This design comes from an exercise in tuning for small area, a short achievable clock period and few clock cycles per item on the open sky130 flow, not from production work.
Only simulation tests tie the RTL to the original design; equivalence was not proved.
Power figures rest on the tool's default switching activity, not on a simulated workload.

P:
## arima_serial_core
module arima_serial_core
#(
    parameter int N     = 32,
    parameter int Q     = 15,
    parameter int P_MAX = 8,
    parameter int Q_MAX = 8,
    parameter int D_MAX = 2
) (
    input  logic                         clk,
    input  logic                         rst_n,
    input  logic                         clr,
    input  logic [$clog2(P_MAX+1)-1:0]   cfg_p,
    input  logic [$clog2(Q_MAX+1)-1:0]   cfg_q,
    input  logic [$clog2(D_MAX+1)-1:0]   cfg_d,
    input  logic [P_MAX*N-1:0]           ar_coef,
    input  logic [Q_MAX*N-1:0]           ma_coef,
    input  logic signed [N-1:0]          cont,
    input  logic signed [N-1:0]          kalman_beta,
    output logic                         overflow,
    output logic                         busy,
    input  logic                         in_valid,
    output logic                         in_ready,
    input  logic signed [N-1:0]          in_data,
    output logic                         out_valid,
    input  logic                         out_ready,
    output logic signed [N-1:0]          out_data
);
    logic [3:0]  nar_r, nold_r;
    logic [4:0]  psum_r;
    logic        dge1, dge2;
    logic        zero_r, har0_r, hma0_r;
    always_ff @(posedge clk) begin
        logic [3:0] pc, qc, na, nm;
        pc = cfg_p[3] ? 4'd8 : cfg_p;
        qc = cfg_q[3] ? 4'd8 : cfg_q;
        na = (pc == 4'd0) ? 4'd0 : pc - 4'd1;
        nm = (qc == 4'd0) ? 4'd0 : qc - 4'd1;
        dge1    <= (cfg_d != 2'd0);
        dge2    <= cfg_d[1];
        nar_r   <= na;
        nold_r  <= na + nm;
        psum_r  <= {1'b0, pc} + {1'b0, qc};
        zero_r  <= (pc == 4'd0 && qc == 4'd0);
        har0_r  <= (pc != 4'd0);
        hma0_r  <= (qc != 4'd0);
    end
    logic [31:0] x_r;                  
    logic        xv;                   
    logic        rdy;                  
    logic        acc_d;                
    logic [31:0] lvl0, lvl1;           
    logic [31:0] ar_h [0:7];           
    logic [31:0] ma_h [0:7];           
  ...
==> flow/config.mk <==
export PLATFORM = sky130hd
export DESIGN_NAME = arima_serial_core
export DESIGN_NICKNAME = arima_serial_core
export VERILOG_FILES = /design/flow/design.v
export SDC_FILE = /design/flow/constraint.sdc
export NUM_CORES = 4
export LEC_CHECK = 0
export CAP_MARGIN = 20
export CORE_MARGIN = 2
export CORE_UTILIZATION = 40
export CTS_CLUSTER_DIAMETER = 80
export CTS_CLUSTER_SIZE = 30
export SLEW_MARGIN = 20
==> flow/constraint.sdc <==
create_clock -name core_clock -period 14.0 [get_ports {clk}]
set_input_delay 2.8000 -clock core_clock [delete_from_list [all_inputs] [get_ports {clk}]]
set_output_delay 2.8000 -clock core_clock [all_outputs]
set_load 0.01 [all_outputs]
standard.sh (not shown) runs the stock make flow with config.mk's settings and CLKGATE_MAP_FILE= SYNTH_SCRIPT=/design/flow/synth_recipe.tcl, a recipe that flattens the netlist after the stock synthesis.
==> flow/flow/run.sh <==
#!/bin/bash
# Own flow: the standard layout, with two changes to how it is made:
#  - the port buffers are the smallest buffer (sky130_fd_sc_hd__buf_1) instead of
#    buffer_ports' default choice;
#  - timing repair aims for 9.75 ns of setup slack (a 4.25 ns period) (it stops at what it can reach), so it
#    works on the design's slowest paths even though the 14 ns clock is met.
# Synthesis, floorplan, power grid, tap cells, the clock and the SDC are the standard flow's.
set -euo pipefail
export BUFFER_PORTS_ARGS="-buffer_cell sky130_fd_sc_hd__buf_1"
export SETUP_SLACK_MARGIN=9.75
bash standard.sh > standard_flow.log 2>&1
Testbench counts of P, summed over its fixed seeds: cycles 23,697, items 2,560.
For Q, these inputs were changed with respect to P:
Settings: CTS_CLUSTER_SIZE: 30 -> unset; CTS_CLUSTER_DIAMETER: 80 -> unset.
--- a/flow/flow/run.sh
+++ b/flow/flow/run.sh
@@ -5 +5 @@
-#  - timing repair aims for 9.75 ns of setup slack (a 4.25 ns period) (it stops at what it can reach), so it
+#  - timing repair aims for 10.1 ns of setup slack (a 3.9 ns period) (it stops at what it can reach), so it
@@ -10 +10 @@
-export SETUP_SLACK_MARGIN=9.75
+export SETUP_SLACK_MARGIN=10.1
==> run notes <==
Taking P as the reference point, the multi-input logic area of Q rises by about 3.2%.
| area added between synthesis and finish | Q vs P | 6.6 points higher |
Per the comparison of Q with P, first-iteration DRC count went up by about 4%; first-pass GRT wire length shows an increase of 3.2%; power share of the clock group now sits higher.
Number of nets at the end of the flow ends up lower on P.
Vias: Q above P
Looking only at number of gates resized after cts, and setting everything else aside, the higher value of Q and P goes to Q.
Going from P to Q, non-clock buffer count saw an increase; count of clock-buffer cells in the layout saw an increase; fmax saw a decrease.
> inputs changed (Q -> R)
Settings: CTS_CLUSTER_SIZE: unset -> 30; CTS_CLUSTER_DIAMETER: unset -> 80.
--- a/flow/flow/run.sh
+++ b/flow/flow/run.sh
@@ -5 +5 @@
-#  - timing repair aims for 10.1 ns of setup slack (a 3.9 ns period) (it stops at what it can reach), so it
+#  - timing repair aims for 9.9 ns of setup slack (a 4.1 ns period) (it stops at what it can reach), so it
@@ -10 +10 @@
-export SETUP_SLACK_MARGIN=10.1
+export SETUP_SLACK_MARGIN=9.9
### Flow results
On area growth from synthesis to layout, the higher figure sits with Q, not R.
Between Q and R, worst slew slack as a fraction of its limit is higher for R, Q comes in under that.
Clock period minus final worst setup slack delta (R − Q): favourable
R vs Q — non-clock buffer count dropped 6.3%.
There was hardly any difference in sum of net half-perimeters after detailed placement between Q and R.
Status: total instance count after detailed placement parity (Q, R)
Upper clock frequency limit, Q and R, higher one = R.
Hold slack: R higher than Q
#### Input delta (S over R)
Settings: clearing CTS_CLUSTER_DIAMETER, which used to be 80; clearing CTS_CLUSTER_SIZE, which used to be 30.
--- a/flow/flow/run.sh
+++ b/flow/flow/run.sh
@@ -5 +5 @@
-#  - timing repair aims for 9.9 ns of setup slack (a 4.1 ns period) (it stops at what it can reach), so it
+#  - timing repair aims for 9.75 ns of setup slack (a 4.25 ns period) (it stops at what it can reach), so it
@@ -10 +10 @@
-export SETUP_SLACK_MARGIN=9.9
+export SETUP_SLACK_MARGIN=9.75
- On S: routed wire length on met2 is 4.5% lower than what R gave.
- Clock tree cell share of total cell area: S > R
- As far as number of nets in the synthesized netlist goes, R and S are indistinguishable; the numbers are identical.
- In S the data arrival at the endpoint of the critical path turned out 0.05 ns higher than in R.
- Comparing R and S, the lower sequential share of cell area was measured on R.
- Run comparison: S worst setup path endpoint out_data[30]; R worst setup path endpoint out_data[28]
- Re worst setup margin: S is 0.049 ns down on R.
- Total power draw shrinks by a few percent when moving from R to S.
- Per the comparison of S with R, final standard cell area without fillers lost 1500 µm², global-route usage dropped 0.38 points, core box area stayed essentially flat.

re-timing with driven ports:
No port has a modelled driver above. Below, the same layouts with a new extraction and two added sets of constraints. Step 1: set_driving_cell puts a clkbuf_16 on clk and a buf_2 on each other input, an assumption about the parent block. Step 2, shift: input delay + t, output delay - t, t = (earliest + latest rising clock arrival at the registers) / 2. This alone moves slack from input paths to output paths. Three values: no drivers, after step 1, after step 2; two values: the first two.
run | t (ns) | setup slack, ns | worst data-port slew with drivers (ns) | cell pins on the clock port's net
P | 0.809 | 9.769 / 9.687 / 9.119 | 0.35 | 1
Q | 0.852 | 9.754 / 9.668 / 9.206 | 0.40 | 1
R | 0.814 | 9.782 / 9.699 / 9.212 | 0.34 | 1
S | 0.846 | 9.733 / 9.651 / 9.149 | 0.39 | 1
After both steps every run listed still meets setup and hold. The setup slack of P, which loses most, moves by -0.082 ns with the drivers and by -0.650 ns with both steps.
